Context: an optimization exercise on an open-source flow, tuned for small area, a short achievable clock period and few clock cycles per item. The choices shown serve that exercise and are no tape-out recipe.
Only simulation tests tie the RTL to the original design; equivalence was not proved.
Power figures rest on the tool's default switching activity, not on a simulated workload.

===== flow/config.mk =====
export PLATFORM = sky130hd
export DESIGN_NAME = mpeg_scrambler_top
export DESIGN_NICKNAME = mpeg_scrambler_top
export VERILOG_FILES = /design/flow/design.v
export SDC_FILE = /design/flow/constraint.sdc
export NUM_CORES = 4
export LEC_CHECK = 0
export CAP_MARGIN = 20
export CORE_AREA = 2.5 2.5 58.5 58.5
export CTS_BUF_LIST = sky130_fd_sc_hd__clkbuf_8 sky130_fd_sc_hd__clkbuf_16
export DIE_AREA = 0 0 61 61
export SETUP_SLACK_MARGIN = 3.2
export SLEW_MARGIN = 20

===== flow/constraint.sdc =====
create_clock -name core_clock -period 5.0 [get_ports {clk}]
set_input_delay 1.0000 -clock core_clock [delete_from_list [all_inputs] [get_ports {clk}]]
set_output_delay 1.0000 -clock core_clock [all_outputs]
set_load 0.01 [all_outputs]

===== flow/design.v =====
`timescale 1ns/100ps
package mpeg_pkg;
	typedef logic [8-1:0] byte_t;
	typedef logic [16-1:0] key_t;
	typedef enum logic {
		run_misc  = 1'b0,
		run_video = 1'b1
	} run_class_e;
	typedef logic [7:0] run_len_t;
	typedef enum logic [1:0] {
		sc_idle,
		sc_zero,
		sc_zero_zero,
		sc_prefix
	} scan_state_e;
	typedef enum logic {
		join_idle,
		join_copy
	} join_state_e;
endpackage
`timescale 1ns/100ps
module mpeg_scrambler_top (
	input  logic            clk,
	input  logic            rst_n,
	input  mpeg_pkg::byte_t mpeg_in,
	input  logic            mpeg_in_en,
	input  logic            stream_end,
	input  mpeg_pkg::key_t  key_in,
	input  logic            key_en,
	output mpeg_pkg::byte_t mpeg_out,
	output logic            mpeg_out_en,
	output logic            mpeg_prog_full
);
	localparam logic [1:0] SC_IDLE = 2'b00;
	localparam logic [1:0] SC_ZERO = 2'b01;
	localparam logic [1:0] SC_ZERO_ZERO = 2'b11;
	localparam logic [1:0] SC_PREFIX = 2'b10;
	mpeg_pkg::key_t lfsr;
	logic step_d;
	logic key_bit;
	logic [1:0] state;
	logic [1:0] state_nx;
	logic video;
	logic video_nx;
	logic carries_sign;
	logic is_zero;
	logic is_one;
	logic is_slice;
	logic step;
	assign carries_sign = |mpeg_in[7:1];
	assign is_zero = ~carries_sign & ~mpeg_in[0];
	assign is_one = ~carries_sign & mpeg_in[0];
	assign is_slice = (mpeg_in >= 8'h01) && (mpeg_in <= 8'hAF);
	assign key_bit = step_d ? lfsr[14] : lfsr[15];
	assign step = mpeg_in_en & video & carries_sign;
	assign mpeg_prog_full = 1'b0;
	always_comb begin
		state_nx = state;
		video_nx = video;
		case (state)
			SC_IDLE: state_nx = is_zero ? SC_ZERO : SC_IDLE;
			SC_ZERO: state_nx = is_zero ? SC_ZERO_ZERO : SC_IDLE;
			SC_ZERO_ZERO: state_nx = is_one ? SC_PREFIX : (is_zero ? SC_ZERO_ZERO : SC_IDLE);
			default: begin
				state_nx = SC_IDLE;
				video_nx = is_slice;
			end
		endcase
		if (stream_end) begin
			state_nx = SC_IDLE;
			video_nx = 1'b0;
		end
	end
	always_ff @(posedge clk) begin
		mpeg_out <= {mpeg_in[7:1], mpeg_in[0] ^ (video & carries_sign & key_bit)};
		mpeg_out_en <= mpeg_in_en & rst_n;
	end
	always_ff @(posedge clk) begin
		if (!rst_n) begin
			lfsr <= 16'hACE1;
			step_d <= 1'b0;
			state <= SC_IDLE;
			video <= 1'b0;
		end else begin
			if (key_en)
				lfsr <= (key_in == '0) ? mpeg_pkg::key_t'(16'hACE1) : key_in;
			else if (step_d)
				lfsr <= {lfsr[14:0], lfsr[15] ^ lfsr[13] ^ lfsr[12] ^ lfsr[10]};
			step_d <= step & ~key_en;
			if (mpeg_in_en) begin
				state <= state_nx;
				video <= video_nx;
			end
		end
	end
endmodule

===== flow/flow/run.sh =====
#!/bin/bash
# Standard ORFS layout with plain buf_1 cells as the port buffers (buffer_ports otherwise picks a
# delay buffer) and a leaner clock tree. Make's full output goes to flow_make.log here.
set -euo pipefail
bash standard.sh "BUFFER_PORTS_ARGS=-buffer_cell sky130_fd_sc_hd__buf_1" \
	"CTS_ARGS=-sink_clustering_enable -repair_clock_nets -dont_use_dummy_load -buf_list {sky130_fd_sc_hd__clkbuf_8 sky130_fd_sc_hd__clkbuf_16}" finish > flow_make.log 2>&1

===== flow/standard.sh =====
#!/bin/bash
# synth_recipe.tcl (not shown) runs the flow's synth.tcl, then flattens the netlist and writes it again
# the make line also repeats each setting of config.mk as NAME=value (left out here)
make -C /OpenROAD-flow-scripts/flow DESIGN_CONFIG=/design/flow/config.mk WORK_HOME=/design/flow/orfs CLKGATE_MAP_FILE= SYNTH_SCRIPT=/design/flow/synth_recipe.tcl "${@:-finish}"

==> results.cfg, run 1 <==
[worst_setup_path]
reg2reg_depth = 3
critPathBufInv = 1
criticalPathCategory = in -> reg
cp_slowest_cell = or3_4
critPathRequiredTime_ns = 5.19
worstPathMaxFanout = 5
cp_slowest_stage_delay_ns = 0.34
cp.depth = 5
start_kind = input pin
critical-path-top-delay-family = simple AND/OR/NAND/NOR gates
crit_arrival_ns = 1.95
end_kind = register
crit_chain = buf_6 -> nor4_4 -> nand2_2 -> or3_4 -> a21oi_2

[detailed_routing]
drtIter0Drc = 28
postRouteAntennaNets = 0
vias = 1005
wirelength_um = 2640
via_per_inst = 5.13
drc = 0
firstDrtPassIters = 5
avgRoutedWirePerCell_um = 13.5

[final_layout]
utilization = 0.493
syn2layout_area_growth_pct = 25.4
antenna_cells = 0
fin_nets = 183
drive_gt1_frac = 0.184

[timing]
finalSetupViolCount = 0
rsz0062_at_grt = no
fmax_ghz = 0.569
slew_violations = 0
max_slew.worst_pin.slew_ns = 0.804
period_share = 0.351
tns_ns = 0
hold_viol_final = 0
min_period_ns = 1.76
final.setup_skew_ns = 0.0130
relSlewSlack = 0.463

[synthesis]
ys_seq_elements = 29
synth_nets = 146
synth-async-reset-ratio = 0
syn_area_um2 = 1190
synth_ff_type = dfxtp_1
ys_seq_area_frac = 0.488
netlist_instances = 117
ys_warn_count = 1
synthDistinctLibCells = 32
syn_area_per_cell_um2 = 10.2
synth_edf_count = 0

[cts]
cts_num_sinks = 29
cts_tree = yes
cts_root_buf = clkbuf_8
cts_htree_levels = 2
cts_buffer_depth = 2
cts_setup_buffers = 0
numCtsBuffers = 5
clk_latency_ns = 0.27
cts_hold_buf = 0
path_clk_slew_ns = 0.06

[floorplanning]
die_area_um2 = 3720
initial_utilization = 0.393
die_y_um = 61
rows = 20
die_w_um = 61
io_pins = 39
coreArea_um2 = 3030

[grt]
grt-ovfl-total = 0
grt_max_degree = 22
grt_usage = 0.159
antenna_found_initial = 0
grt_pass1_wl_um = 4220
grt_pass1_vias = 953

[job]
maxCapViolCount = 0

[placed_design]
dp.final_hpwl_um = 1950
port_buffers = 37
gp_congestion = 0.698

[min_path]
worstHoldPathCells = 2
hp-class = reg -> reg

[status]
outcome = finished clean

[power]
powerDensity_nw_per_um2 = 316
p_leak_nw = 0.565
worst_ir_drop_vdd_mv = 0.193
-- tightest hold or removal path: stages (launching register included) --
cell and delay, ns:
dfxtp_1 0.33, nand2_1 0.06, nor3_1 0.04
-- layout by cell type, fill, tap and decap left out, types with 2 or more instances in the layout --
cell type	n
buf_1	33
dfxtp_1	29
nand2_1	17
mux2i_1	9
o211a_1	8
mux2_2	7
o22ai_1	7
clkbuf_8	5
nor4_2	4
xnor2_1	3
inv_1	2
nor3_1	2
buf_6	2
-- timing repair --
action / 4_1_cts / 5_1_grt
gates resized for setup: 8 / 15
pin swaps: 0 / 4
setup endpoints to repair: 11 / 4
endpoints found under the hold margin: 0 / 0
-- report_power, final --
| part | total (mW) | switching, mW | internal [mW] |
|---|---|---|---|
| clock | 0.163 | 0.0743 | 0.0890 |
| combinational | 0.0566 | 0.0305 | 0.0261 |
| sequential | 0.251 | 0.00671 | 0.245 |
| total | 0.471 | 0.112 | 0.360 |
-- cell usage after synthesis, drive strengths merged, types with 2 or more instances --
cell     n  area (um2)
mux2i    9        90.1
buf      4        25.0
nor4     5        31.3
nand2   18        67.6
inv      3        11.3
mux2     7        78.8
o211a    8        80.1
nor3     2        10.0
o22ai    7        43.8
a21oi    2        10.0
clkbuf   3        11.3
dfxtp   29         581
xnor2    3        26.3
-- metrics by stage --
step | instance area (um2) | hold WS, ns | total power, mW | setup slack, ns | cells
final | 1490 | 0.469 | 0.471 | 3.24 | 196
after global routing | 1490 | 0.492 | 0.494 | 3.20 | 196
after CTS | 1440 | 0.469 | 0.476 | 3.20 | 196
after detailed placement | 1360 | 0.453 | 0.309 | 2.53 | 191
after global placement | 1360 | 0.444 | 0.306 | 2.63 | 191
after floorplan | 1210 | 0.428 | 0.288 | 3.14 | 117
-- cells by family after synthesis --
group,synth area share
AND/OR/NAND/NOR,0.137
buffers and inverters,0.0400
flip-flops,0.488
XOR/XNOR,0.0294
other,0.00315
AO/OA/AOI/OAI,0.161
multiplexers,0.142
-- final cells by class --
type | count | area [um2]
clock buffer | 5 | 68.8
multi-input combinational | 78 | 613
inverter | 3 | 13.8
sequential | 29 | 581
tap | 44 | 55.1
timing repair buffer | 37 | 161
fill | 295 | 1540
-- state kept, by name, indices dropped and copies added, names as in the netlist --
register / count
lfsr: 16
mpeg_out: 8
mpeg_out_en: 1
state: 2
step_d: 1
video: 1
-- per-layer routing --
layer / share of wire / wire length (um) / track usage / up-vias
li1: - / - / - / 498
met1: 0.46 / 1200 / 0.191 / 482
met2: 0.49 / 1300 / 0.257 / 23
met3: 0.048 / 126 / 0.0597 / 2
met4: 0.0057 / 15 / 0.0652 / 0
met5: 0 / 0 / 0 / -
-- worst paths after layout --
path / from / slack (ns) / endpoint
worst max-delay path: mpeg_in[3] / 3.24 / state[1]$_SDFFE_PN0P_
worst min-delay path: video$_SDFFE_PN0P_ / 0.47 / step_d$_SDFF_PN0_
worst max register to register: step_d$_SDFF_PN0_ / 3.39 / lfsr[15]$_SDFFE_PN1P_
worst min register to register: video$_SDFFE_PN0P_ / 0.47 / step_d$_SDFF_PN0_
Testbench counts, summed over its fixed seeds: cycles 173,216, bytes 173,208.
==> run 2: changes to the inputs <==
==> flow/flow/run.sh (replaced) <==
#!/bin/bash
# Standard ORFS layout with plain buf_1 cells as the port buffers (buffer_ports otherwise picks a
# delay buffer) and a clock tree without dummy loads. Make's full output goes to flow_make.log here.
set -euo pipefail
bash standard.sh "BUFFER_PORTS_ARGS=-buffer_cell sky130_fd_sc_hd__buf_1" \
	"CTS_ARGS=-sink_clustering_enable -repair_clock_nets -dont_use_dummy_load -buf_list {sky130_fd_sc_hd__clkbuf_8 sky130_fd_sc_hd__clkbuf_16}" \
	finish > flow_make.log 2>&1
--- a/flow/config.mk
+++ b/flow/config.mk
@@ -9,5 +9,4 @@
 export CORE_AREA = 2.5 2.5 58.5 58.5
-export CTS_BUF_LIST = sky130_fd_sc_hd__clkbuf_8 sky130_fd_sc_hd__clkbuf_16
 export DIE_AREA = 0 0 61 61
-export SETUP_SLACK_MARGIN = 3.2
+export SETUP_SLACK_MARGIN = 3.25
 export SLEW_MARGIN = 20
==> run 2 against run 1 <==
Still clean. Worst setup slack gained 0.0063 ns. Critical path depth is the same. Sequential power is essentially flat. Sequential cell count is the same. Power grew 1.4%. Count of clock-buffer cells in the layout is the same.
==> results.cfg, run 2 <==
[status]
outcome = finished clean

[detailed_routing]
drtIter0Drc = 25
drc = 0
firstDrtPassIters = 4
wirelength_um = 2640
via_per_inst = 5.08
avgRoutedWirePerCell_um = 13.4
vias = 1001
postRouteAntennaNets = 0

[worst_setup_path]
end_kind = register
critPathRequiredTime_ns = 5.16
criticalPathCategory = in -> reg
start_kind = input pin
crit_arrival_ns = 1.91
reg2reg_depth = 3
worstPathMaxFanout = 4

[floorplanning]
initial_utilization = 0.393
die_area_um2 = 3720
rows = 20
coreArea_um2 = 3030
die_y_um = 61
die_w_um = 61
io_pins = 39

[timing]
tns_ns = 0
hold_viol_final = 0
slew_violations = 0
max_slew.worst_pin.slew_ns = 0.859
finalSetupViolCount = 0
relSlewSlack = 0.426
period_share = 0.350
min_period_ns = 1.75
timing.final.ws_setup_ns = 3.25
rsz0062_at_grt = yes
hold_slack_ns = 0.469
final.setup_skew_ns = 0.00710
fmax_ghz = 0.571

[cts]
cts_htree_levels = 2
clk_latency_ns = 0.27
path_clk_slew_ns = 0.06
cts_tree = yes
cts_num_sinks = 29
cts_root_buf = clkbuf_8
cts_buffer_depth = 2
numCtsBuffers = 5

[synthesis]
synth-async-reset-ratio = 0
syn_area_per_cell_um2 = 10.2
syn_area_um2 = 1190
synth_top_cells_by_count = 29 x dfxtp_1, 18 x nand2_1, 9 x mux2i_1, 8 x o211a_1
synth.area.top_cells = dfxtp_1 49%, mux2i_1 7.6%, o211a_1 6.7%
synth_ff_type = dfxtp_1
synthDistinctLibCells = 32
synth_top_cell_by_area = dfxtp_1
ys_seq_elements = 29
ys_warn_count = 1
yosysMostFrequentCell = dfxtp_1
synth_nets = 146
ys_seq_area_frac = 0.488
synth_top_area_frac = 0.488
synth_edf_count = 0
netlist_instances = 117

[final_layout]
regArea_um2 = 581
regMostFlops = lfsr
n_fill_cell = 296
syn2layout_area_growth_pct = 33.5
final_area_um2 = 1590
drive_gt1_frac = 0.281
instances_no_fill = 197
layout_common_cells = 29 x dfxtp_1, 21 x buf_1, 17 x nand2_1
largest_reg_flops = 16
utilization = 0.525
reg_top3 = lfsr (16), mpeg_out (8), state (2)
multi_input_area_um2 = 671
fin_nets = 184
antenna_cells = 0
final_common_cell = dfxtp_1

[grt]
antenna_found_initial = 0
grt-ovfl-total = 0
grt_pass1_vias = 1048
grt_usage = 0.166
grt_pass1_wl_um = 4400
grt_max_degree = 22

[min_path]
hp-class = reg -> reg
worstHoldPathCells = 2

[power]
power_mw = 0.478
worst_ir_drop_vdd_mv = 0.161
powerDensity_nw_per_um2 = 301
p_leak_nw = 0.621

[placed_design]
placed_cell_area_um2 = 1400
place_ws_ns = 2.50
gp_congestion = 0.746
dp.cells = 191
dp.final_hpwl_um = 1820
port_buffers = 37

[job]
maxCapViolCount = 0
## run 2: per-layer routing
layer / wire length [um] / vias to the layer above / global-route usage
met5: 0 / - / 0
met4: 53 / 0 / 0.0901
met3: 174 / 6 / 0.0725
met2: 1300 / 34 / 0.284
met1: 1110 / 463 / 0.171
li1: - / 498 / -
## run 2: repair_timing
item | in CTS | in global routing
setup buffers | 1 | 0
setup endpoints to repair | 12 | 17
endpoints found under the hold margin | 0 | 0
resized for setup | 16 | 25
hold buffers | 0 | 0
pin swaps | 6 | 8
## run 2: layout make-up
type | instances | share of cell area
inverters | 3 | 0.00866
multi-input cells | 78 | 0.422
flip-flops and latches | 29 | 0.365
well taps | 44 | 0.0346
clock buffers | 5 | 0.0433
repair buffers | 38 | 0.126
## run 2: power by group
group          total (mW)  internal, mW  leakage (nW)  switching, mW
logic              0.0638        0.0306         0.344         0.0333
registers           0.251         0.245         0.241        0.00649
clock network       0.163        0.0891        0.0359         0.0739
total               0.478         0.364         0.621          0.114
## run 2: logic make-up (layout without fill, tap and decap cells)
logic type / after synthesis / after routing / share of synthesized area
simple gates: 33 / 33 / 0.137
mux: 16 / 16 / 0.142
flops: 29 / 29 / 0.488
buf+inv: 10 / 46 / 0.0400
xor+xnor: 4 / 4 / 0.0294
other cells: 1 / 1 / 0.00315
compound gates: 24 / 24 / 0.161
## run 2: critical path: stages
cell,delay (ns)
buf_8,0.10
nor4_4,0.27
nand2_2,0.11
or2_0,0.21
a32o_1,0.21
## run 2: final timing paths
kind | slack (ns) | start | to
worst min register to register | 0.47 | video$_SDFFE_PN0P_ | step_d$_SDFF_PN0_
worst max-delay path | 3.25 | mpeg_in[4] | video$_SDFFE_PN0P_
worst min-delay path | 0.47 | video$_SDFFE_PN0P_ | step_d$_SDFF_PN0_
worst max register to register | 3.35 | step_d$_SDFF_PN0_ | lfsr[15]$_SDFFE_PN1P_
==> run 3: changes to the inputs <==
--- a/flow/config.mk
+++ b/flow/config.mk
@@ -10,3 +10,3 @@
 export DIE_AREA = 0 0 61 61
-export SETUP_SLACK_MARGIN = 3.25
+export SETUP_SLACK_MARGIN = 3.0
 export SLEW_MARGIN = 20
==> run 3 against run 2 <==
Sequential cell count stayed put. Register-to-register slack better by 0.04 ns. Via count is 4.3% lower. Sequential power hardly changed. Power is 3.2% lower. Synthesized area stayed put. Critical path depth stayed put. Synthesized cell count stayed put. Sequential share of layout area is 4.4 points higher. Worst setup slack worse by 0.12 ns. Non-clock buffer count is 1 lower.
==> results.cfg, run 3 <==
[detailed_routing]
firstDrtPassIters = 4
vias = 958
drc = 0
wirelength_um = 2390
drtIter0Drc = 35
avgRoutedWirePerCell_um = 12.2
via_per_inst = 4.89
postRouteAntennaNets = 0

[final_layout]
n_fill_cell = 297
multi_input_area_um2 = 562
fin_nets = 183
antenna_cells = 0
regMostFlops = lfsr
syn2layout_area_growth_pct = 19.2
regArea_um2 = 581
instances_no_fill = 196
drive_gt1_frac = 0.118
final_common_cell = buf_1
largest_reg_flops = 16
layout_common_cells = 35 x buf_1, 29 x dfxtp_1, 18 x nand2_1
reg_top3 = lfsr (16), mpeg_out (8), state (2)

[timing]
hold_viol_final = 0
rsz0062_at_grt = no
min_period_ns = 1.87
finalSetupViolCount = 0
max_slew.worst_pin.slew_ns = 0.797
slew_violations = 0
fmax_ghz = 0.535
tns_ns = 0
period_share = 0.374
hold_slack_ns = 0.459
final.setup_skew_ns = 0.00664
relSlewSlack = 0.468

[cts]
cts_tree = yes
cts_buffer_depth = 2
numCtsBuffers = 5
cts_setup_buffers = 0
cts_htree_levels = 2
cts_num_sinks = 29
cts_root_buf = clkbuf_8
path_clk_slew_ns = 0.05
clk_latency_ns = 0.27

[synthesis]
synth_top_family_by_area = compound AO/OA/AOI/OAI gates
synth.area.top_cells = dfxtp_1 49%, mux2i_1 7.6%, o211a_1 6.7%
ys_seq_elements = 29
synth_top_area_frac = 0.488
synth_xor_area_frac = 0.0294
synth_fa_ha_area_frac = 0
synth-simple-area-share = 0.137
netlist_instances = 117
ys_seq_area_frac = 0.488
yosysMostFrequentCell = dfxtp_1
synth_edf_count = 0
ys_warn_count = 1
syn_area_per_cell_um2 = 10.2
synthDistinctLibCells = 32
synth-compound-area-share = 0.161
synth-async-reset-ratio = 0
synth_top_cell_by_area = dfxtp_1
synth_ff_type = dfxtp_1
synth_nets = 146
synth_top_cells_by_count = 29 x dfxtp_1, 18 x nand2_1, 9 x mux2i_1, 8 x o211a_1
muxShareOfSynthArea = 0.142
syn_area_um2 = 1190

[placed_design]
dp.cells = 191
dp.final_hpwl_um = 1800
port_buffers = 37
gp_congestion = 0.729

[min_path]
hp-class = reg -> reg
min_to = step_d$_SDFF_PN0_
hp-start = video$_SDFFE_PN0P_
worstHoldPathCells = 2

[power]
powerDensity_nw_per_um2 = 326
p_leak_nw = 0.548
worst_ir_drop_vdd_mv = 0.139

[floorplanning]
die_w_um = 61
io_pins = 39
coreArea_um2 = 3030
rows = 20
initial_utilization = 0.393
die_area_um2 = 3720
die_y_um = 61

[job]
maxCapViolCount = 0

[worst_setup_path]
reg2reg_depth = 3
critical-path-top-delay-family = compound AO/OA/AOI/OAI gates
r2r-end = lfsr[15]$_SDFFE_PN1P_
cp_slowest_cell = a41o_2
worstPathMaxFanout = 18
critPathBufInv = 2
crit_arrival_ns = 2.01
start_kind = input pin
reg2reg_slack_ns = 3.39
cp_slowest_stage_delay_ns = 0.33
end_kind = register
reg2reg_from = step_d$_SDFF_PN0_
critPathRequiredTime_ns = 5.14
criticalPathCategory = in -> reg
crit_chain = buf_2 -> inv_2 -> a41o_2 -> nor3b_1 -> a31oi_1

[grt]
grt_pass1_vias = 881
grt_max_degree = 22
grt_pass1_wl_um = 3820
use_met2 = 0.227
grt_util_met1 = 0.172
antenna_found_initial = 0
grt_busiest_layer = met2
grt-ovfl-total = 0
use_met3 = 0.0554
grt_usage = 0.145

[status]
outcome = finished clean
run 3: cell families (layout without fill, tap and decap cells):
logic type      count (synthesis)  in the layout
compound gates                 24             24
xor+xnor                        4              4
buf+inv                        10             45
flops                          29             29
mux                            16             16
other cells                     1              1
simple gates                   33             33
run 3: worst max-delay path by stage:
stage               startpoint                    to  cells past startpoint
detailed placement       rst_n    video$_SDFFE_PN0P_                      4
floorplan               key_en  lfsr[0]$_SDFFE_PN1P_                      5
CTS                      rst_n    video$_SDFFE_PN0P_                      4
global route            key_en  lfsr[0]$_SDFFE_PN1P_                      5
finish                  key_en  lfsr[0]$_SDFFE_PN1P_                      5
global placement         rst_n    video$_SDFFE_PN0P_                      4
run 3: layer usage:
layer | up-vias | wire (um)
met4 | 0 | 40
met1 | 447 | 1100
met3 | 4 | 48
met5 | - | 0
met2 | 12 | 1200
li1 | 495 | -
run 3: worst min-delay path: cells and delay by family, from the launching register on:
kind             cells  cell delay [ns]
and+or+nand+nor      2             0.10
DFF                  1             0.32
run 3: what timing repair did:
action / CTS / global route
resized for setup: 3 / 2
endpoints found under the setup margin: 8 / 1
hold buffers: 0 / 0
run 3: cell type report:
class	instances	area share
repair buffers	37	0.0996
flip-flops and latches	29	0.409
multi-input cells	78	0.396
inverters	3	0.00794
well taps	44	0.0388
clock buffers	5	0.0485
run 3: power by group:
part           switching [mW]  internal, mW  leakage [nW]  total (mW)
logic                  0.0275        0.0236         0.271      0.0511
registers             0.00628         0.245         0.241       0.251
clock network          0.0716        0.0890        0.0359       0.161
total                   0.105         0.357         0.548       0.463
run 3: stage by stage:
stage	power, mW	area, um2	worst slack, ns	utilization
2_1_floorplan	0.287	1190	3.12	-
5_1_grt	0.490	1420	3.03	0.469
3_5_place_dp	0.307	1350	2.53	0.445
4_1_cts	0.473	1430	3.09	0.471
3_3_place_gp	0.305	1350	2.59	0.445
6_report	0.463	1420	3.13	0.469
==> run 4: changes to the inputs <==
--- a/flow/config.mk
+++ b/flow/config.mk
@@ -10,3 +10,3 @@
 export DIE_AREA = 0 0 61 61
-export SETUP_SLACK_MARGIN = 3.0
+export SETUP_SLACK_MARGIN = 3.1
 export SLEW_MARGIN = 20
==> run 4 against run 3 <==
Worst setup slack better by 0.081 ns. Sequential share of layout area down 0.39 points. Maximum frequency up 4.5%. Global-route usage unchanged. Via count up 0.52%.
==> results.cfg, run 4 <==
[cts]
numCtsBuffers = 5
cts_tree = yes
cts_num_sinks = 29
clk_latency_ns = 0.27
path_clk_slew_ns = 0.05
cts_hold_buf = 0
cts_buffer_depth = 2
cts_htree_levels = 2
cts_root_buf = clkbuf_8
cts_setup_buffers = 0

[power]
worst_ir_drop_vdd_mv = 0.139
powerDensity_nw_per_um2 = 324
p_leak_nw = 0.551

[synthesis]
syn_area_per_cell_um2 = 10.2
synth_ff_type = dfxtp_1
synth_top_cells_by_count = 29 x dfxtp_1, 18 x nand2_1, 9 x mux2i_1, 8 x o211a_1
synth_edf_count = 0
synthDistinctLibCells = 32
yosysMostFrequentCell = dfxtp_1
synth_nets = 146
synth.area.top_cells = dfxtp_1 49%, mux2i_1 7.6%, o211a_1 6.7%
syn_area_um2 = 1190
synth_top_area_frac = 0.488
synth-async-reset-ratio = 0
synth_top_cell_by_area = dfxtp_1
ys_seq_elements = 29
netlist_instances = 117
ys_warn_count = 1
ys_seq_area_frac = 0.488

[timing]
final.setup_skew_ns = 0.00623
finalSetupViolCount = 0
tns_ns = 0
rsz0062_at_grt = yes
min_period_ns = 1.79
slew_violations = 0
fmax_ghz = 0.559
period_share = 0.358
hold_viol_final = 0
max_slew.worst_pin.slew_ns = 0.798
relSlewSlack = 0.467
hold_slack_ns = 0.458

[grt]
grt_pass1_wl_um = 3820
grt_usage = 0.145
grt_pass1_vias = 881
grt_max_degree = 22
antenna_found_initial = 0
grt-ovfl-total = 0

[status]
outcome = finished clean

[worst_setup_path]
critPathBufInv = 1
reg2reg_slack_ns = 3.39
critPathRequiredTime_ns = 5.21
critical-path-top-delay-family = compound AO/OA/AOI/OAI gates
reg2reg_from = step_d$_SDFF_PN0_
crit_path_start = rst_n
start_kind = input pin
end_kind = register
reg2reg_depth = 3
cp_slowest_stage_delay_ns = 0.36
worstPathMaxFanout = 21
cp_slowest_cell = a2111oi_0
r2r-end = lfsr[15]$_SDFFE_PN1P_
crit_chain = buf_2 -> nand2_1 -> a2111oi_0 -> a32o_1
crit_arrival_ns = 2.00
worstSetupEndpoint = video$_SDFFE_PN0P_
criticalPathCategory = in -> reg
cp.depth = 4

[min_path]
hp-class = reg -> reg
hp-start = video$_SDFFE_PN0P_

[placed_design]
port_buffers = 37
dp.cells = 191
gp_congestion = 0.729
placed_cell_area_um2 = 1350
dp.final_hpwl_um = 1800

[floorplanning]
coreArea_um2 = 3030
initial_utilization = 0.393
rows = 20
die_w_um = 61
die_area_um2 = 3720
die_y_um = 61
io_pins = 39

[detailed_routing]
via_per_inst = 4.91
drtIter0Drc = 42
drc = 0
vias = 963
avgRoutedWirePerCell_um = 12.3
postRouteAntennaNets = 0
wirelength_um = 2400
firstDrtPassIters = 4

[final_layout]
final_common_cell = buf_1
n_fill_cell = 299
largest_reg_flops = 16
drive_gt1_frac = 0.132
final_area_um2 = 1430
reg_top3 = lfsr (16), mpeg_out (8), state (2)
antenna_cells = 0
instances_no_fill = 196
fin_nets = 183
regMostFlops = lfsr
layout_common_cells = 35 x buf_1, 29 x dfxtp_1, 18 x nand2_1
syn2layout_area_growth_pct = 20.4

[job]
maxCapViolCount = 0
-- run 4: cell counts after synthesis --
No cell type changed its count.
-- run 4: layout make-up --
cell class	count	area (um2)	share of cell area
flip-flops and latches	29	581	0.405
multi-input cells	78	573	0.400
repair buffers	37	141	0.0987
clock buffers	5	68.8	0.0480
well taps	44	55.1	0.0384
inverters	3	13.8	0.00961
-- run 4: repair_timing --
action                                  in CTS  in global routing
endpoints found under the setup margin       9                  3
pin swaps                                    0                  1
gates resized for setup                      3                  6
-- run 4: layer usage --
layer / global-route usage / up-vias / wire length (um)
met5: 0 / - / 0
met4: 0.0745 / 0 / 43
met3: 0.0554 / 5 / 51
met2: 0.227 / 12 / 1190
met1: 0.172 / 451 / 1110
li1: - / 495 / -
-- run 4: cell families after synthesis --
family	share of synthesized area
compound gates	0.161
xor+xnor	0.0294
buf+inv	0.0400
flops	0.488
mux	0.142
other cells	0.00315
simple gates	0.137
-- run 4: through the flow --
stage                     power, mW  utilization  worst slack (ns)
final                         0.464        0.473              3.21
after global routing          0.491        0.473              3.09
after CTS                     0.473        0.471              3.09
after detailed placement      0.307        0.445              2.53
after global placement        0.305        0.445              2.59
after floorplan               0.287            -              3.12
-- run 4: how the worst min path moves through the flow --
stage                                    to  cells past startpoint
after CTS                 step_d$_SDFF_PN0_                      2
final                     step_d$_SDFF_PN0_                      2
after global placement    step_d$_SDFF_PN0_                      2
after detailed placement  step_d$_SDFF_PN0_                      2
after global routing      step_d$_SDFF_PN0_                      2
after floorplan           step_d$_SDFF_PN0_                      2
-- run 4: report_power, final --
part / total, mW / internal, mW / leakage [nW] / switching [mW]
combinational: 0.0522 / 0.0239 / 0.274 / 0.0283
clock: 0.161 / 0.0890 / 0.0359 / 0.0719
sequential: 0.251 / 0.245 / 0.241 / 0.00623
-- run 4: worst reg2reg max path, delay by kind of cell, from the launching register on --
| family | cells | cell delay [ns] |
|---|---|---|
| flops | 1 | 0.84 |
| simple gates | 1 | 0.07 |
| compound gates | 1 | 0.15 |
| mux | 1 | 0.43 |
==> run 5: changes to the inputs <==
--- a/flow/config.mk
+++ b/flow/config.mk
@@ -10,2 +10,3 @@
 export DIE_AREA = 0 0 61 61
+export PLACE_DENSITY = 0.7
 export SETUP_SLACK_MARGIN = 3.1
==> run 5 against run 4 <==
Still clean. Sequential power about the same. Combinational power about the same. Non-clock buffer count unchanged. Register-to-register slack better by 0.02 ns. Critical endpoint is now state[1]$_SDFFE_PN0P_. Largest power group unchanged.
==> results.cfg, run 5 <==
[status]
outcome = finished clean

[floorplanning]
coreArea_um2 = 3030
die_y_um = 61
initial_utilization = 0.393
rows = 20
die_area_um2 = 3720
io_pins = 39
die_w_um = 61

[detailed_routing]
drc = 0
via_per_inst = 5.01
wirelength_um = 2450
firstDrtPassIters = 4
drtIter0Drc = 31
avgRoutedWirePerCell_um = 12.5
vias = 982
postRouteAntennaNets = 0

[final_layout]
antenna_cells = 0
fin_nets = 183
largest_reg_flops = 16
final_common_cell = buf_1
syn2layout_area_growth_pct = 20.7
utilization = 0.474
regMostFlops = lfsr
final_area_um2 = 1440
layout_common_cells = 35 x buf_1, 29 x dfxtp_1, 18 x nand2_1
n_fill_cell = 304
reg_top3 = lfsr (16), mpeg_out (8), state (2)
drive_gt1_frac = 0.132

[synthesis]
syn_area_per_cell_um2 = 10.2
syn_area_um2 = 1190
ys_seq_elements = 29
synth.area.top_cells = dfxtp_1 49%, mux2i_1 7.6%, o211a_1 6.7%
synth_top_cell_by_area = dfxtp_1
synth_ff_type = dfxtp_1
synthDistinctLibCells = 32
synth_edf_count = 0
netlist_instances = 117
synth_nets = 146
synth_top_area_frac = 0.488
synth_top_cells_by_count = 29 x dfxtp_1, 18 x nand2_1, 9 x mux2i_1, 8 x o211a_1
yosysMostFrequentCell = dfxtp_1
synth-async-reset-ratio = 0
ys_seq_area_frac = 0.488
ys_warn_count = 1

[power]
sw_frac_of_total = 0.228
worst_ir_drop_vdd_mv = 0.127
p_leak_nw = 0.551
p_int_mw = 0.357
p_clk_frac = 0.344
p_seq_frac = 0.542
power_mw = 0.463
powerDensity_nw_per_um2 = 322
p_comb_frac = 0.113
p_sw_mw = 0.106

[timing]
tns_ns = 0
period_share = 0.358
rsz0062_at_grt = no
finalSetupViolCount = 0
relSlewSlack = 0.476
final.setup_skew_ns = 0.0174
fmax_ghz = 0.558
min_period_ns = 1.79
hold_viol_final = 0
max_slew.worst_pin.slew_ns = 0.785
timing.final.ws_setup_ns = 3.21
slew_violations = 0

[cts]
cts_htree_levels = 2
cts_num_sinks = 29
cts_setup_buffers = 0
cts_resized = 2
clk_latency_ns = 0.27
cts_tree = yes
cts_root_buf = clkbuf_8
numCtsBuffers = 5
path_clk_slew_ns = 0.06
cts_hold_buf = 0
cts_buffer_depth = 2

[grt]
grt_max_degree = 22
grt_pass1_wl_um = 3980
grt_usage = 0.149
grt_pass1_vias = 945
antenna_found_initial = 0
grt-ovfl-total = 0

[placed_design]
port_buffers = 37
place_ws_ns = 2.40
placed_cell_area_um2 = 1350
dp.final_hpwl_um = 1860
gp_congestion = 0.735

[worst_setup_path]
criticalPathCategory = in -> reg
crit_arrival_ns = 1.99
worstPathMaxFanout = 5
critPathRequiredTime_ns = 5.20
start_kind = input pin
end_kind = register

[job]
maxCapViolCount = 0

[min_path]
hp-class = reg -> reg
-- run 5: kinds of logic (layout without fill, tap and decap cells) --
family          after synthesis  after routing  synth area share
simple gates                 33             33             0.137
flops                        29             29             0.488
other cells                   1              1           0.00315
compound gates               24             24             0.161
mux                          16             16             0.142
xor+xnor                      4              4            0.0294
buf+inv                      10             45            0.0400
-- run 5: layer usage --
metal | track usage | part of all wire | wire length [um] | up-vias
met5 | 0 | 0 | 0 | -
li1 | - | - | - | 495
met4 | 0.0932 | 0.026 | 65 | 0
met2 | 0.240 | 0.50 | 1230 | 21
met1 | 0.173 | 0.42 | 1040 | 462
met3 | 0.0469 | 0.050 | 123 | 4
-- run 5: path summary, 6_finish.rpt --
check                                         from               endpoint  slack (ns)  cells past startpoint
worst max-delay path                    mpeg_in[7]  state[1]$_SDFFE_PN0P_        3.21                      5
worst max register to register   step_d$_SDFF_PN0_   lfsr[6]$_SDFFE_PN1P_        3.41                      3
worst min register to register  video$_SDFFE_PN0P_      step_d$_SDFF_PN0_        0.46                      2
worst min-delay path            video$_SDFFE_PN0P_      step_d$_SDFF_PN0_        0.46                      2
-- run 5: metrics by stage --
step,hold WS [ns],cells
2_1_floorplan,0.428,117
3_3_place_gp,0.446,191
3_5_place_dp,0.458,191
4_1_cts,0.466,196
5_1_grt,0.495,196
6_report,0.461,196
-- run 5: area by class of cell --
| cell class | instances | area (um2) | area share |
|---|---|---|---|
| inverter | 3 | 13.8 | 0.00958 |
| multi-input combinational | 78 | 574 | 0.400 |
| tap | 44 | 55.1 | 0.0383 |
| sequential | 29 | 581 | 0.404 |
| clock buffer | 5 | 68.8 | 0.0479 |
| timing repair buffer | 37 | 144 | 0.100 |
-- run 5: critical path, cell delays in order --
cell and delay (ns):
buf_1 0.11, nor4_1 0.26, nand2_1 0.16, or3_1 0.33, a21oi_1 0.15
-- run 5: power groups by stage --
stage / clock network (mW) / logic, mW / registers (mW)
after detailed placement: 0 / 0.0509 / 0.256
after global routing: 0.174 / 0.0587 / 0.252
final: 0.159 / 0.0525 / 0.251
after global placement: 0 / 0.0494 / 0.255
after floorplan: 0 / 0.0306 / 0.256
after CTS: 0.165 / 0.0514 / 0.251
==> run 6: changes to the inputs <==
--- a/flow/config.mk
+++ b/flow/config.mk
@@ -10,4 +10,3 @@
 export DIE_AREA = 0 0 61 61
-export PLACE_DENSITY = 0.7
-export SETUP_SLACK_MARGIN = 3.1
+export SETUP_SLACK_MARGIN = 3.15
 export SLEW_MARGIN = 20
==> run 6 against run 5 <==
Still clean on timing, DRC and antenna. Critical path type unchanged. Die area stayed put. Worst setup slack better by 0.0076 ns. Critical path depth stayed put. Sequential power hardly changed. Maximum frequency is 0.42% higher. Core utilization is 0.45 points higher. Via count is 0.10% lower. Global-route usage is 0.13 points lower. Highest routed layer unchanged. Register-to-register slack worse by 0.02 ns. Sequential share of layout area is 0.38 points lower. Combinational power is 0.8% higher.
==> results.cfg, run 6 <==
[placed_design]
placed_cell_area_um2 = 1350
dp.final_hpwl_um = 1850
port_buffers = 37
gp_congestion = 0.781
dp.cells = 191

[final_layout]
final_area_um2 = 1450
syn2layout_area_growth_pct = 21.9
reg_top3 = lfsr (16), mpeg_out (8), state (2)
instances_no_fill = 197
antenna_cells = 0
fin_nets = 184
regMostFlops = lfsr
drive_gt1_frac = 0.144
largest_reg_flops = 16
layout_common_cells = 35 x buf_1, 29 x dfxtp_1, 18 x nand2_1
final_common_cell = buf_1
n_fill_cell = 315

[synthesis]
ys_seq_area_frac = 0.488
synth_top_family_by_area = compound AO/OA/AOI/OAI gates
syn_area_per_cell_um2 = 10.2
synth_xor_area_frac = 0.0294
synth_ff_type = dfxtp_1
synth-async-reset-ratio = 0
ys_seq_elements = 29
synth_fa_ha_area_frac = 0
synth_edf_count = 0
synth-compound-area-share = 0.161
muxShareOfSynthArea = 0.142
netlist_instances = 117
synth-simple-area-share = 0.137
synthDistinctLibCells = 32
syn_area_um2 = 1190
synth_top_cell_by_area = dfxtp_1
yosysMostFrequentCell = dfxtp_1
ys_warn_count = 1
synth.area.top_cells = dfxtp_1 49%, mux2i_1 7.6%, o211a_1 6.7%
synth_top_cells_by_count = 29 x dfxtp_1, 18 x nand2_1, 9 x mux2i_1, 8 x o211a_1
synth_nets = 146
synth_top_area_frac = 0.488

[floorplanning]
die_y_um = 61
io_pins = 39
coreArea_um2 = 3030
die_area_um2 = 3720
rows = 20
initial_utilization = 0.393
die_w_um = 61

[cts]
cts_htree_levels = 2
cts_num_sinks = 29
path_clk_slew_ns = 0.06
cts_root_buf = clkbuf_8
cts_tree = yes
cts_buffer_depth = 2
numCtsBuffers = 5
clk_latency_ns = 0.28

[power]
p_leak_nw = 0.556
worst_ir_drop_vdd_mv = 0.176
powerDensity_nw_per_um2 = 322

[timing]
hold_viol_final = 0
max_slew.worst_pin.slew_ns = 0.796
slew_violations = 0
final.setup_skew_ns = 0.0142
fmax_ghz = 0.561
relSlewSlack = 0.469
rsz0062_at_grt = yes
period_share = 0.357
hold_slack_ns = 0.456
min_period_ns = 1.78
tns_ns = 0
finalSetupViolCount = 0

[detailed_routing]
drtIter0Drc = 50
wirelength_um = 2490
drc = 0
via_per_inst = 4.98
vias = 981
postRouteAntennaNets = 0
firstDrtPassIters = 4
avgRoutedWirePerCell_um = 12.6

[grt]
grt_pass1_vias = 948
grt_max_degree = 22
grt_pass1_wl_um = 3840
grt_usage = 0.148
antenna_found_initial = 0
grt-ovfl-total = 0

[worst_setup_path]
start_kind = input pin
worstPathMaxFanout = 4
critPathRequiredTime_ns = 5.21
crit_arrival_ns = 1.99
criticalPathCategory = in -> reg
end_kind = register

[min_path]
hp-class = reg -> reg

[status]
outcome = finished clean

[job]
maxCapViolCount = 0
## run 6: metrics by stage
step | util | total power [mW] | setup WS (ns)
6_report | 0.479 | 0.466 | 3.22
5_1_grt | 0.479 | 0.493 | 3.13
4_1_cts | 0.473 | 0.473 | 3.04
3_5_place_dp | 0.447 | 0.308 | 2.48
3_3_place_gp | 0.447 | 0.306 | 2.63
2_1_floorplan | - | 0.287 | 3.14
## run 6: logic make-up (layout without fill, tap and decap cells)
logic type | Yosys count | after routing
other | 1 | 1
XOR/XNOR | 4 | 4
AND/OR/NAND/NOR | 33 | 33
flip-flops | 29 | 29
AO/OA/AOI/OAI | 24 | 24
multiplexers | 16 | 16
buffers and inverters | 10 | 46
## run 6: final timing paths
path | from | endpoint | slack [ns] | cells past startpoint
worst max-delay path | mpeg_in[5] | state[1]$_SDFFE_PN0P_ | 3.22 | 5
worst min-delay path | video$_SDFFE_PN0P_ | step_d$_SDFF_PN0_ | 0.46 | 2
worst max register to register | step_d$_SDFF_PN0_ | lfsr[15]$_SDFFE_PN1P_ | 3.39 | 3
worst min register to register | video$_SDFFE_PN0P_ | step_d$_SDFF_PN0_ | 0.46 | 2
## run 6: what timing repair did
action                     4_1_cts  5_1_grt
buffers inserted                 0        1
pin swaps                        0        3
gates cloned                     0        0
hold buffers                     0        0
resized for setup                3        9
setup endpoints to repair        9        9
## run 6: power by group
part	switching, mW	leakage (nW)	internal [mW]
combinational	0.0285	0.279	0.0244
clock	0.0739	0.0359	0.0888
sequential	0.00626	0.241	0.245
total	0.109	0.556	0.358
## run 6: per-layer routing
layer / global-route usage / part of all wire / vias up
li1: - / - / 498
met1: 0.161 / 0.40 / 453
met2: 0.240 / 0.51 / 25
met3: 0.0725 / 0.072 / 5
met4: 0.0745 / 0.016 / 0
met5: 0 / 0 / -
## run 6: cell type report
type	count	area [um2]	share of cell area
multi-input cells	78	578	0.399
flip-flops and latches	29	581	0.400
repair buffers	38	154	0.106
inverters	3	13.8	0.00949
clock buffers	5	68.8	0.0475
well taps	44	55.1	0.0380
## run 6: worst max-delay path, stage by stage
cell and delay (ns):
buf_1 0.11, nor4_2 0.26, nand2_1 0.15, or3_4 0.35
a21oi_2 0.12
==> run 7: changes to the inputs <==
--- a/flow/flow/run.sh
+++ b/flow/flow/run.sh
@@ -5,3 +5,3 @@
 bash standard.sh "BUFFER_PORTS_ARGS=-buffer_cell sky130_fd_sc_hd__buf_1" \
-	"CTS_ARGS=-sink_clustering_enable -repair_clock_nets -dont_use_dummy_load -buf_list {sky130_fd_sc_hd__clkbuf_8 sky130_fd_sc_hd__clkbuf_16}" \
+	"CTS_ARGS=-sink_clustering_enable -repair_clock_nets -dont_use_dummy_load -buf_list sky130_fd_sc_hd__clkbuf_4" \
 	finish > flow_make.log 2>&1
==> run 7 against run 6 <==
Critical path type is now reg -> out. Clock skew is 0.0050 ns higher. Register-to-register slack about the same. Critical endpoint is now mpeg_out[2]. Critical path depth fell by 4. Sequential power about the same.
==> results.cfg, run 7 <==
[worst_setup_path]
critPathBufInv = 1
criticalPathCategory = reg -> out
cp_slowest_cell = dfxtp_1
crit_chain = buf_1
critPathRequiredTime_ns = 4.00
critical-path-top-delay-family = flip-flops
cp_slowest_stage_delay_ns = 0.32
worstPathMaxFanout = 1
end_kind = output port
start_kind = register
crit_arrival_ns = 0.79

[grt]
grt_pass1_vias = 947
grt_pass1_wl_um = 3860
antenna_found_initial = 0
grt_usage = 0.148
grt_max_degree = 22
grt-ovfl-total = 0

[final_layout]
utilization = 0.464
syn2layout_area_growth_pct = 18.0
layout_common_cells = 30 x buf_1, 29 x dfxtp_1, 18 x nand2_1
multi_input_area_um2 = 569
reg_top3 = lfsr (16), mpeg_out (8), state (2)
final_common_cell = buf_1
regArea_um2 = 581
n_fill_cell = 315
antenna_cells = 0
regMostFlops = lfsr
largest_reg_flops = 16
drive_gt1_frac = 0.158
fin_nets = 183

[timing]
fmax_ghz = 0.559
final.setup_skew_ns = 0.0193
period_share = 0.358
min_period_ns = 1.79
tns_ns = 0
max_slew.worst_pin.slew_ns = 0.799
relSlewSlack = 0.467
hold_viol_final = 0
slew_violations = 0
finalSetupViolCount = 0
rsz0062_at_grt = no

[cts]
cts_htree_levels = 2
cts_tree = yes
cts_root_buf = clkbuf_4
cts_hold_buf = 0
cts_buffer_depth = 2
clk_latency_ns = 0.32
path_clk_slew_ns = 0.08
cts_num_sinks = 29
numCtsBuffers = 5
cts_setup_buffers = 0

[detailed_routing]
vias = 963
firstDrtPassIters = 4
postRouteAntennaNets = 0
wirelength_um = 2450
avgRoutedWirePerCell_um = 12.5
via_per_inst = 4.91
drtIter0Drc = 51
drc = 0

[synthesis]
synthDistinctLibCells = 32
synth_top_family_by_area = compound AO/OA/AOI/OAI gates
ys_seq_elements = 29
synth_edf_count = 0
synth-compound-area-share = 0.161
synth_fa_ha_area_frac = 0
synth_nets = 146
yosysMostFrequentCell = dfxtp_1
synth_ff_type = dfxtp_1
syn_area_per_cell_um2 = 10.2
synth_top_cell_by_area = dfxtp_1
synth_top_area_frac = 0.488
muxShareOfSynthArea = 0.142
ys_seq_area_frac = 0.488
syn_area_um2 = 1190
synth_top_cells_by_count = 29 x dfxtp_1, 18 x nand2_1, 9 x mux2i_1, 8 x o211a_1
synth-async-reset-ratio = 0
netlist_instances = 117
synth.area.top_cells = dfxtp_1 49%, mux2i_1 7.6%, o211a_1 6.7%
synth-simple-area-share = 0.137
synth_xor_area_frac = 0.0294
ys_warn_count = 1

[power]
p_comb_frac = 0.126
p_seq_frac = 0.599
sw_frac_of_total = 0.246
p_clk_frac = 0.275
p_leak_nw = 0.551
power_mw = 0.418
powerDensity_nw_per_um2 = 298
p_int_mw = 0.315
p_sw_mw = 0.103
worst_ir_drop_vdd_mv = 0.158

[floorplanning]
rows = 20
die_y_um = 61
die_area_um2 = 3720
initial_utilization = 0.393
io_pins = 39
coreArea_um2 = 3030
die_w_um = 61

[placed_design]
port_buffers = 37
gp_congestion = 0.781
dp.final_hpwl_um = 1850

[status]
outcome = finished clean

[min_path]
hp-class = reg -> reg

[job]
maxCapViolCount = 0
[run 7: cell counts after synthesis]
No cell type changed its count.
[run 7: area by class of cell]
type                       instances  share of cell area
sequential                        29               0.414
multi-input combinational         78               0.406
timing repair buffer              37               0.105
tap                               44              0.0392
clock buffer                       5              0.0267
inverter                           3             0.00980
[run 7: cell families (layout without fill, tap and decap cells)]
group | Yosys count | count (layout)
XOR/XNOR | 4 | 4
other | 1 | 1
AND/OR/NAND/NOR | 33 | 33
AO/OA/AOI/OAI | 24 | 24
buffers and inverters | 10 | 45
flip-flops | 29 | 29
multiplexers | 16 | 16
[run 7: through the flow]
stage               hold WS (ns)  cells  setup slack [ns]  instance area, um2
CTS                        0.459    196              3.10                1400
finish                     0.458    196              3.21                1400
global placement           0.440    191              2.63                1350
detailed placement         0.444    191              2.48                1350
floorplan                  0.428    117              3.14                1200
global route               0.475    196              3.15                1400
[run 7: per-layer routing]
metal	vias up	wire length, um	part of all wire	GRT usage
li1	495	-	-	-
met1	439	999	0.41	0.161
met2	23	1230	0.50	0.240
met3	6	166	0.068	0.0661
met4	0	51	0.021	0.0839
met5	-	0	0	0
[run 7: path summary, 6_finish.rpt]
kind,start,to,slack (ns),cells past startpoint
worst min register to register,video$_SDFFE_PN0P_,step_d$_SDFF_PN0_,0.46,2
worst max-delay path,mpeg_out[2]$_DFF_P_,mpeg_out[2],3.21,1
worst max register to register,step_d$_SDFF_PN0_,lfsr[15]$_SDFFE_PN1P_,3.38,3
worst min-delay path,video$_SDFFE_PN0P_,step_d$_SDFF_PN0_,0.46,2
[run 7: power groups by stage]
stage          combinational [mW]  sequential (mW)  clock, mW
2_1_floorplan              0.0310            0.256          0
3_3_place_gp               0.0508            0.255          0
3_5_place_dp               0.0518            0.256          0
4_1_cts                    0.0525            0.250      0.123
5_1_grt                    0.0590            0.252      0.134
6_report                   0.0526            0.250      0.115
[run 7: what timing repair did]
| action | CTS | global route |
|---|---|---|
| setup endpoints to repair | 9 | 7 |
| resized for setup | 3 | 10 |
| hold endpoints to repair | 0 | 0 |
==> run 8: changes to the inputs <==
--- a/flow/config.mk
+++ b/flow/config.mk
@@ -10,3 +10,3 @@
 export DIE_AREA = 0 0 61 61
-export SETUP_SLACK_MARGIN = 3.15
+export SETUP_SLACK_MARGIN = 3.1
 export SLEW_MARGIN = 20
==> run 8 against run 7 <==
Critical path depth is 4 higher. Clock power hardly changed. Worst hold slack better by 0.0041 ns. Sequential power hardly changed. Die area stayed put. First-iteration DRC count is 43% lower. Highest routed layer unchanged. Largest cell class unchanged. Sequential share of layout area is 0.41 points higher.
==> results.cfg, run 8 <==
[final_layout]
n_fill_cell = 297
final_common_cell = buf_1
regMostFlops = lfsr
reg_top3 = lfsr (16), mpeg_out (8), state (2)
layout_common_cells = 35 x buf_1, 29 x dfxtp_1, 18 x nand2_1
largest_reg_flops = 16
multi_input_area_um2 = 562
regArea_um2 = 581
drive_gt1_frac = 0.118
fin_nets = 183
utilization = 0.459
syn2layout_area_growth_pct = 16.8
antenna_cells = 0

[timing]
fmax_ghz = 0.560
period_share = 0.357
final.setup_skew_ns = 0.0101
tns_ns = 0
slew_violations = 0
relSlewSlack = 0.462
rsz0062_at_grt = no
hold_viol_final = 0
min_period_ns = 1.79
finalSetupViolCount = 0
max_slew.worst_pin.slew_ns = 0.806

[synthesis]
synth_nets = 146
synthDistinctLibCells = 32
netlist_instances = 117
synth-simple-area-share = 0.137
ys_seq_area_frac = 0.488
syn_area_um2 = 1190
yosysMostFrequentCell = dfxtp_1
synth_top_area_frac = 0.488
syn_area_per_cell_um2 = 10.2
ys_seq_elements = 29
synth_xor_area_frac = 0.0294
synth_ff_type = dfxtp_1
synth_fa_ha_area_frac = 0
synth-compound-area-share = 0.161
synth_top_family_by_area = compound AO/OA/AOI/OAI gates
ys_warn_count = 1
synth_top_cell_by_area = dfxtp_1
muxShareOfSynthArea = 0.142
synth_top_cells_by_count = 29 x dfxtp_1, 18 x nand2_1, 9 x mux2i_1, 8 x o211a_1
synth-async-reset-ratio = 0
synth.area.top_cells = dfxtp_1 49%, mux2i_1 7.6%, o211a_1 6.7%
synth_edf_count = 0

[min_path]
hp-class = reg -> reg
worstHoldPathCells = 2

[worst_setup_path]
end_kind = register
crit_arrival_ns = 1.98
reg2reg_slack_ns = 3.37
critPathRequiredTime_ns = 5.19
criticalPathCategory = in -> reg
worstPathMaxFanout = 18
r2r-end = lfsr[15]$_SDFFE_PN1P_
reg2reg_from = step_d$_SDFF_PN0_
reg2reg_depth = 3
crit_path_start = key_en
worstSetupEndpoint = lfsr[0]$_SDFFE_PN1P_
start_kind = input pin

[power]
p_leak_nw = 0.535
powerDensity_nw_per_um2 = 301
worst_ir_drop_vdd_mv = 0.116

[detailed_routing]
top_layer_used = met4
via_per_inst = 4.96
vias = 972
wl_met1_um = 1080
avgRoutedWirePerCell_um = 12.3
wl_met2_um = 1200
wirelength_um = 2420
route.met3.wl_um = 87
drtIter0Drc = 29
drc = 0
postRouteAntennaNets = 0
firstDrtPassIters = 4

[cts]
cts_hold_buf = 0
clk_latency_ns = 0.32
cts_root_buf = clkbuf_4
numCtsBuffers = 5
cts_tree = yes
cts_num_sinks = 29
cts_htree_levels = 2
path_clk_slew_ns = 0.08
cts_setup_buffers = 0
cts_buffer_depth = 2

[grt]
grt_pass1_wl_um = 3820
grt_max_degree = 22
grt_usage = 0.146
grt-ovfl-total = 0
grt_pass1_vias = 879
antenna_found_initial = 0

[floorplanning]
coreArea_um2 = 3030
rows = 20
die_area_um2 = 3720
initial_utilization = 0.393
die_w_um = 61
io_pins = 39
die_y_um = 61

[placed_design]
port_buffers = 37
dp.final_hpwl_um = 1800
gp_congestion = 0.729

[job]
maxCapViolCount = 0

[status]
outcome = finished clean
==> run 8: logic make-up after synthesis <==
group | after synthesis
buffers and inverters | 10
flip-flops | 29
XOR/XNOR | 4
AND/OR/NAND/NOR | 33
AO/OA/AOI/OAI | 24
other | 1
multiplexers | 16
==> run 8: routing by layer <==
metal	vias up	track usage
li1	494	-
met1	458	0.173
met2	14	0.226
met3	6	0.0362
met4	0	0.112
met5	-	0
==> run 8: through the flow <==
step	power, mW	cells	worst slack, ns	area [um2]	hold WS (ns)
after floorplan	0.287	117	3.12	1190	0.428
after global placement	0.305	191	2.59	1350	0.444
after detailed placement	0.307	191	2.53	1350	0.452
after CTS	0.425	196	3.14	1390	0.466
after global routing	0.441	196	3.10	1390	0.490
final	0.418	196	3.21	1390	0.462
==> run 8: how the worst min path moves through the flow <==
stage | startpoint | endpoint | slack (ns)
after floorplan | video$_SDFFE_PN0P_ | step_d$_SDFF_PN0_ | 0.43
after global placement | video$_SDFFE_PN0P_ | step_d$_SDFF_PN0_ | 0.44
after detailed placement | video$_SDFFE_PN0P_ | step_d$_SDFF_PN0_ | 0.45
after CTS | video$_SDFFE_PN0P_ | step_d$_SDFF_PN0_ | 0.47
after global routing | video$_SDFFE_PN0P_ | step_d$_SDFF_PN0_ | 0.49
final | video$_SDFFE_PN0P_ | step_d$_SDFF_PN0_ | 0.46
==> run 8: report_power, final <==
part           internal [mW]  leakage [nW]  switching (mW)
Sequential             0.244         0.241         0.00624
Clock                 0.0468        0.0230          0.0699
Combinational         0.0237         0.271          0.0277
Total                  0.314         0.535           0.104
==> run 8: cell type report <==
cell class | count | area share
clock buffer | 5 | 0.0270
inverter | 3 | 0.00990
multi-input combinational | 78 | 0.404
sequential | 29 | 0.418
tap | 44 | 0.0396
timing repair buffer | 37 | 0.102
==> run 8: what timing repair did <==
action                                  in CTS  in global routing
endpoints found under the setup margin       9                  2
endpoints found under the hold margin        0                  0
gates resized for setup                      3                  4
==> run 8: critical path: stages <==
cell	delay, ns
buf_2	0.21
inv_4	0.12
a41o_2	0.32
nor3b_1	0.26
a31oi_1	0.07
==> run 9: changes to the inputs <==
--- a/flow/config.mk
+++ b/flow/config.mk
@@ -10,3 +10,3 @@
 export DIE_AREA = 0 0 61 61
-export SETUP_SLACK_MARGIN = 3.1
+export SETUP_SLACK_MARGIN = 3.05
 export SLEW_MARGIN = 20
==> run 9 against run 8 <==
Count of clock-buffer cells in the layout is the same. Cell count is the same. Register-to-register slack about the same. Sequential power hardly changed. Core utilization shrank 0.083 points. Combinational power about the same. Clock power about the same.
==> results.cfg, run 9 <==
[status]
outcome = finished clean

[worst_setup_path]
cp_slowest_stage_delay_ns = 0.33
crit_chain = buf_2 -> inv_2 -> a41o_2 -> nor3b_1 -> a31oi_1
critPathRequiredTime_ns = 5.19
reg2reg_from = step_d$_SDFF_PN0_
reg2reg_slack_ns = 3.37
end_kind = register
worstPathMaxFanout = 18
critical-path-top-delay-family = compound AO/OA/AOI/OAI gates
cp_slowest_cell = a41o_2
start_kind = input pin
criticalPathCategory = in -> reg
reg2reg_depth = 3
r2r-end = lfsr[15]$_SDFFE_PN1P_
crit_arrival_ns = 2.02
critPathBufInv = 2

[detailed_routing]
avgRoutedWirePerCell_um = 12.3
via_per_inst = 4.96
drc = 0
vias = 973
drtIter0Drc = 29
postRouteAntennaNets = 0
firstDrtPassIters = 4
wirelength_um = 2420

[synthesis]
synth-async-reset-ratio = 0
netlist_instances = 117
synth_nets = 146
synth_ff_type = dfxtp_1
synth_edf_count = 0
yosysMostFrequentCell = dfxtp_1
synth_top_area_frac = 0.488
synth_top_cells_by_count = 29 x dfxtp_1, 18 x nand2_1, 9 x mux2i_1, 8 x o211a_1
ys_seq_area_frac = 0.488
synthDistinctLibCells = 32
synth_top_cell_by_area = dfxtp_1
ys_seq_elements = 29
syn_area_per_cell_um2 = 10.2
synth.area.top_cells = dfxtp_1 49%, mux2i_1 7.6%, o211a_1 6.7%
ys_warn_count = 1
syn_area_um2 = 1190

[power]
p_leak_nw = 0.535
powerDensity_nw_per_um2 = 301
power_mw = 0.418
worst_ir_drop_vdd_mv = 0.116

[floorplanning]
initial_utilization = 0.393
coreArea_um2 = 3030
rows = 20
die_w_um = 61
die_y_um = 61
io_pins = 39
die_area_um2 = 3720

[grt]
grt-ovfl-total = 0
antenna_found_initial = 0
grt_usage = 0.146
grt_pass1_vias = 879
grt_max_degree = 22
grt_pass1_wl_um = 3820

[min_path]
worstHoldPathCells = 2
min_to = step_d$_SDFF_PN0_
hp-class = reg -> reg
hp-start = video$_SDFFE_PN0P_

[timing]
rsz0062_at_grt = no
tns_ns = 0
relSlewSlack = 0.462
fmax_ghz = 0.547
slew_violations = 0
max_slew.worst_pin.slew_ns = 0.806
hold_viol_final = 0
period_share = 0.365
min_period_ns = 1.83
final.setup_skew_ns = 0.0101
finalSetupViolCount = 0

[final_layout]
utilization = 0.458
fin_nets = 183
layout_common_cells = 35 x buf_1, 29 x dfxtp_1, 18 x nand2_1
antenna_cells = 0
syn2layout_area_growth_pct = 16.6
reg_top3 = lfsr (16), mpeg_out (8), state (2)
regMostFlops = lfsr
n_fill_cell = 298
largest_reg_flops = 16
final_common_cell = buf_1
drive_gt1_frac = 0.118

[cts]
cts_root_buf = clkbuf_4
cts_num_sinks = 29
numCtsBuffers = 5
cts_hold_buf = 0
clk_latency_ns = 0.32
path_clk_slew_ns = 0.08
cts_tree = yes
cts_setup_buffers = 0
cts_htree_levels = 2
cts_buffer_depth = 2

[placed_design]
port_buffers = 37
dp.final_hpwl_um = 1800
gp_congestion = 0.729

[job]
maxCapViolCount = 0
[run 9: cell counts after synthesis]
Identical to the previous run, type by type.
[run 9: how the worst max path moves through the flow]
stage,from,to,cells past startpoint
2_1_floorplan,key_en,lfsr[0]$_SDFFE_PN1P_,5
3_3_place_gp,rst_n,video$_SDFFE_PN0P_,4
3_5_place_dp,rst_n,video$_SDFFE_PN0P_,4
4_1_cts,rst_n,video$_SDFFE_PN0P_,4
5_1_grt,key_en,lfsr[0]$_SDFFE_PN1P_,5
6_report,key_en,lfsr[0]$_SDFFE_PN1P_,5
[run 9: metrics by stage]
stage / cells / hold WS [ns] / setup slack (ns) / area, um2
after floorplan: 117 / 0.428 / 3.12 / 1190
after global placement: 191 / 0.444 / 2.59 / 1350
after detailed placement: 191 / 0.452 / 2.53 / 1350
after CTS: 196 / 0.466 / 3.14 / 1390
after global routing: 196 / 0.490 / 3.09 / 1390
final: 196 / 0.462 / 3.17 / 1390
[run 9: power by group]
| group | leakage [nW] | switching (mW) | internal [mW] | total, mW |
|---|---|---|---|---|
| combinational | 0.271 | 0.0276 | 0.0236 | 0.0512 |
| clock | 0.0230 | 0.0699 | 0.0468 | 0.117 |
| sequential | 0.241 | 0.00624 | 0.244 | 0.250 |
[run 9: cell type report]
type                            instances  area (um2)  area share
Inverter                                3        11.3     0.00812
Sequential cell                        29         581       0.418
Clock buffer                            5        37.5      0.0271
Multi-Input combinational cell         78         562       0.405
Timing Repair Buffer                   37         141       0.102
Tap cell                               44        55.1      0.0397
[run 9: worst register-to-register path: cells and delay by family (launching register included)]
family,cells,cell delay (ns)
AND/OR/NAND/NOR,1,0.07
AO/OA/AOI/OAI,1,0.16
flip-flops,1,0.85
multiplexers,1,0.45
[run 9: timing repair]
item                       in CTS  in global routing
pin swaps                       0                  0
gates resized for setup         3                  2
setup endpoints to repair       7                  1
[run 9: logic make-up (layout without fill, tap and decap cells)]
group	after synthesis	after routing	share of synthesized area
AND/OR/NAND/NOR	33	33	0.137
XOR/XNOR	4	4	0.0294
flip-flops	29	29	0.488
other	1	1	0.00315
multiplexers	16	16	0.142
buffers and inverters	10	45	0.0400
AO/OA/AOI/OAI	24	24	0.161
[run 9: routing by layer]
layer | GRT usage | vias up | part of all wire
met3 | 0.0362 | 6 | 0.036
met2 | 0.226 | 14 | 0.50
met4 | 0.112 | 0 | 0.022
li1 | - | 494 | -
met1 | 0.173 | 459 | 0.45
met5 | 0 | - | 0
==> run 10: changes to the inputs <==
--- a/flow/flow/run.sh
+++ b/flow/flow/run.sh
@@ -5,3 +5,3 @@
 bash standard.sh "BUFFER_PORTS_ARGS=-buffer_cell sky130_fd_sc_hd__buf_1" \
-	"CTS_ARGS=-sink_clustering_enable -repair_clock_nets -dont_use_dummy_load -buf_list sky130_fd_sc_hd__clkbuf_4" \
+	"CTS_ARGS=-sink_clustering_enable -repair_clock_nets -dont_use_dummy_load -buf_list {sky130_fd_sc_hd__clkbuf_8 sky130_fd_sc_hd__clkbuf_16} -sink_clustering_size 16 -sink_clustering_max_diameter 100" \
 	finish > flow_make.log 2>&1
--- a/flow/config.mk
+++ b/flow/config.mk
@@ -10,3 +10,3 @@
 export DIE_AREA = 0 0 61 61
-export SETUP_SLACK_MARGIN = 3.05
+export SETUP_SLACK_MARGIN = 3.2
 export SLEW_MARGIN = 20
==> run 10 against run 9 <==
Critical path depth unchanged. Design area up 7.6%. Combinational power up 11%. Clock skew up 0.0028 ns. Via count up 3.3%. Worst setup slack better by 0.071 ns. Largest cell class is now multi-input combinational cells. Largest power group unchanged.
==> results.cfg, run 10 <==
[timing]
finalSetupViolCount = 0
relSlewSlack = 0.463
period_share = 0.351
rsz0062_at_grt = no
slew_violations = 0
timing.final.ws_setup_ns = 3.24
hold_viol_final = 0
min_period_ns = 1.76
tns_ns = 0
final.setup_skew_ns = 0.0130
max_slew.worst_pin.slew_ns = 0.804
fmax_ghz = 0.569

[synthesis]
ys_seq_area_frac = 0.488
synth.area.top_cells = dfxtp_1 49%, mux2i_1 7.6%, o211a_1 6.7%
synth_nets = 146
synth_top_area_frac = 0.488
synth-simple-area-share = 0.137
synth_edf_count = 0
synth_top_cells_by_count = 29 x dfxtp_1, 18 x nand2_1, 9 x mux2i_1, 8 x o211a_1
synth-async-reset-ratio = 0
synth_xor_area_frac = 0.0294
synth_ff_type = dfxtp_1
muxShareOfSynthArea = 0.142
synth_top_cell_by_area = dfxtp_1
synth_fa_ha_area_frac = 0
syn_area_per_cell_um2 = 10.2
synth_top_family_by_area = compound AO/OA/AOI/OAI gates
synth-compound-area-share = 0.161
ys_seq_elements = 29
synthDistinctLibCells = 32
yosysMostFrequentCell = dfxtp_1
syn_area_um2 = 1190
ys_warn_count = 1
netlist_instances = 117

[cts]
cts_htree_levels = 2
cts_num_sinks = 29
cts_buffer_depth = 2
cts_setup_buffers = 0
numCtsBuffers = 5
cts_root_buf = clkbuf_8
cts_tree = yes
path_clk_slew_ns = 0.06
cts_hold_buf = 0
clk_latency_ns = 0.27

[floorplanning]
rows = 20
die_w_um = 61
die_y_um = 61
coreArea_um2 = 3030
die_area_um2 = 3720
initial_utilization = 0.393
io_pins = 39

[grt]
grt_busiest_layer = met2
grt_util_met1 = 0.191
use_met3 = 0.0597
grt_pass1_vias = 953
use_met2 = 0.257
grt_usage = 0.159
antenna_found_initial = 0
grt_max_degree = 22
grt_pass1_wl_um = 4220
grt-ovfl-total = 0

[worst_setup_path]
crit_chain = buf_6 -> nor4_4 -> nand2_2 -> or3_4 -> a21oi_2
start_kind = input pin
cp_slowest_stage_delay_ns = 0.34
critical-path-top-delay-family = simple AND/OR/NAND/NOR gates
crit_arrival_ns = 1.95
r2r-end = lfsr[15]$_SDFFE_PN1P_
worstPathMaxFanout = 5
critPathRequiredTime_ns = 5.19
cp_slowest_cell = or3_4
criticalPathCategory = in -> reg
critPathBufInv = 1
end_kind = register
reg2reg_slack_ns = 3.39
reg2reg_from = step_d$_SDFF_PN0_
reg2reg_depth = 3

[detailed_routing]
via_per_inst = 5.13
postRouteAntennaNets = 0
drc = 0
wirelength_um = 2640
drtIter0Drc = 28
firstDrtPassIters = 5
vias = 1005
avgRoutedWirePerCell_um = 13.5

[final_layout]
multi_input_area_um2 = 613
fin_nets = 183
regArea_um2 = 581
antenna_cells = 0
reg_top3 = lfsr (16), mpeg_out (8), state (2)
regMostFlops = lfsr
drive_gt1_frac = 0.184
syn2layout_area_growth_pct = 25.4
n_fill_cell = 295
largest_reg_flops = 16
final_common_cell = buf_1
layout_common_cells = 33 x buf_1, 29 x dfxtp_1, 17 x nand2_1
instances_no_fill = 196

[min_path]
worstHoldPathCells = 2
min_to = step_d$_SDFF_PN0_
hp-start = video$_SDFFE_PN0P_
hp-class = reg -> reg

[status]
outcome = finished clean

[power]
power_mw = 0.471
worst_ir_drop_vdd_mv = 0.193
powerDensity_nw_per_um2 = 316
p_leak_nw = 0.565

[placed_design]
port_buffers = 37
place_ws_ns = 2.53
dp.cells = 191
gp_congestion = 0.698
dp.final_hpwl_um = 1950

[job]
maxCapViolCount = 0
[run 10: cell counts after synthesis]
Identical to the previous run, type by type.
[run 10: area by class of cell]
class                           count  area share
Tap cell                           44      0.0369
Timing Repair Buffer               37       0.108
Sequential cell                    29       0.389
Multi-Input combinational cell     78       0.411
Clock buffer                        5      0.0461
Inverter                            3     0.00922
[run 10: logic make-up (layout without fill, tap and decap cells)]
logic type,count (synthesis),in the layout
buf+inv,10,45
xor+xnor,4,4
other cells,1,1
simple gates,33,33
mux,16,16
flops,29,29
compound gates,24,24
[run 10: how the worst max path moves through the flow]
stage / depth (start not counted) / startpoint / endpoint
after floorplan: 4 / mpeg_in[5] / video$_SDFFE_PN0P_
after global placement: 4 / rst_n / video$_SDFFE_PN0P_
after detailed placement: 4 / rst_n / video$_SDFFE_PN0P_
after CTS: 5 / mpeg_in[5] / state[1]$_SDFFE_PN0P_
after global routing: 5 / mpeg_in[3] / video$_SDFFE_PN0P_
final: 5 / mpeg_in[3] / state[1]$_SDFFE_PN0P_
[run 10: timing repair]
item,CTS,global route
pin swaps,0,4
resized for setup,8,15
cloned,0,0
endpoints found under the setup margin,11,4
[run 10: per-layer routing]
| layer | vias up | wire length [um] |
|---|---|---|
| met2 | 23 | 1300 |
| met5 | - | 0 |
| met4 | 0 | 15 |
| met1 | 482 | 1200 |
| li1 | 498 | - |
| met3 | 2 | 126 |
[run 10: report_power, final]
group	switching, mW	total [mW]	internal, mW
clock	0.0743	0.163	0.0890
combinational	0.0305	0.0566	0.0261
sequential	0.00671	0.251	0.245
total	0.112	0.471	0.360
[run 10: metrics by stage]
stage / utilization / instance area, um2 / hold slack (ns)
after detailed placement: 0.450 / 1360 / 0.453
after global routing: 0.493 / 1490 / 0.492
after CTS: 0.476 / 1440 / 0.469
final: 0.493 / 1490 / 0.469
after global placement: 0.450 / 1360 / 0.444
after floorplan: - / 1210 / 0.428
[run 10: worst min-delay path, stage by stage, from the launching register on]
cell and delay (ns):
dfxtp_1 0.33, nand2_1 0.06, nor3_1 0.04

Re-timed with assumed drivers on the ports (clkbuf_16 on the clock, buf_2 on other inputs), run 10 has 3.238 ns of setup slack against 3.244 ns with ideal ports, and 2.948 ns once port delays also move by the mid clock arrival of 0.289 ns.
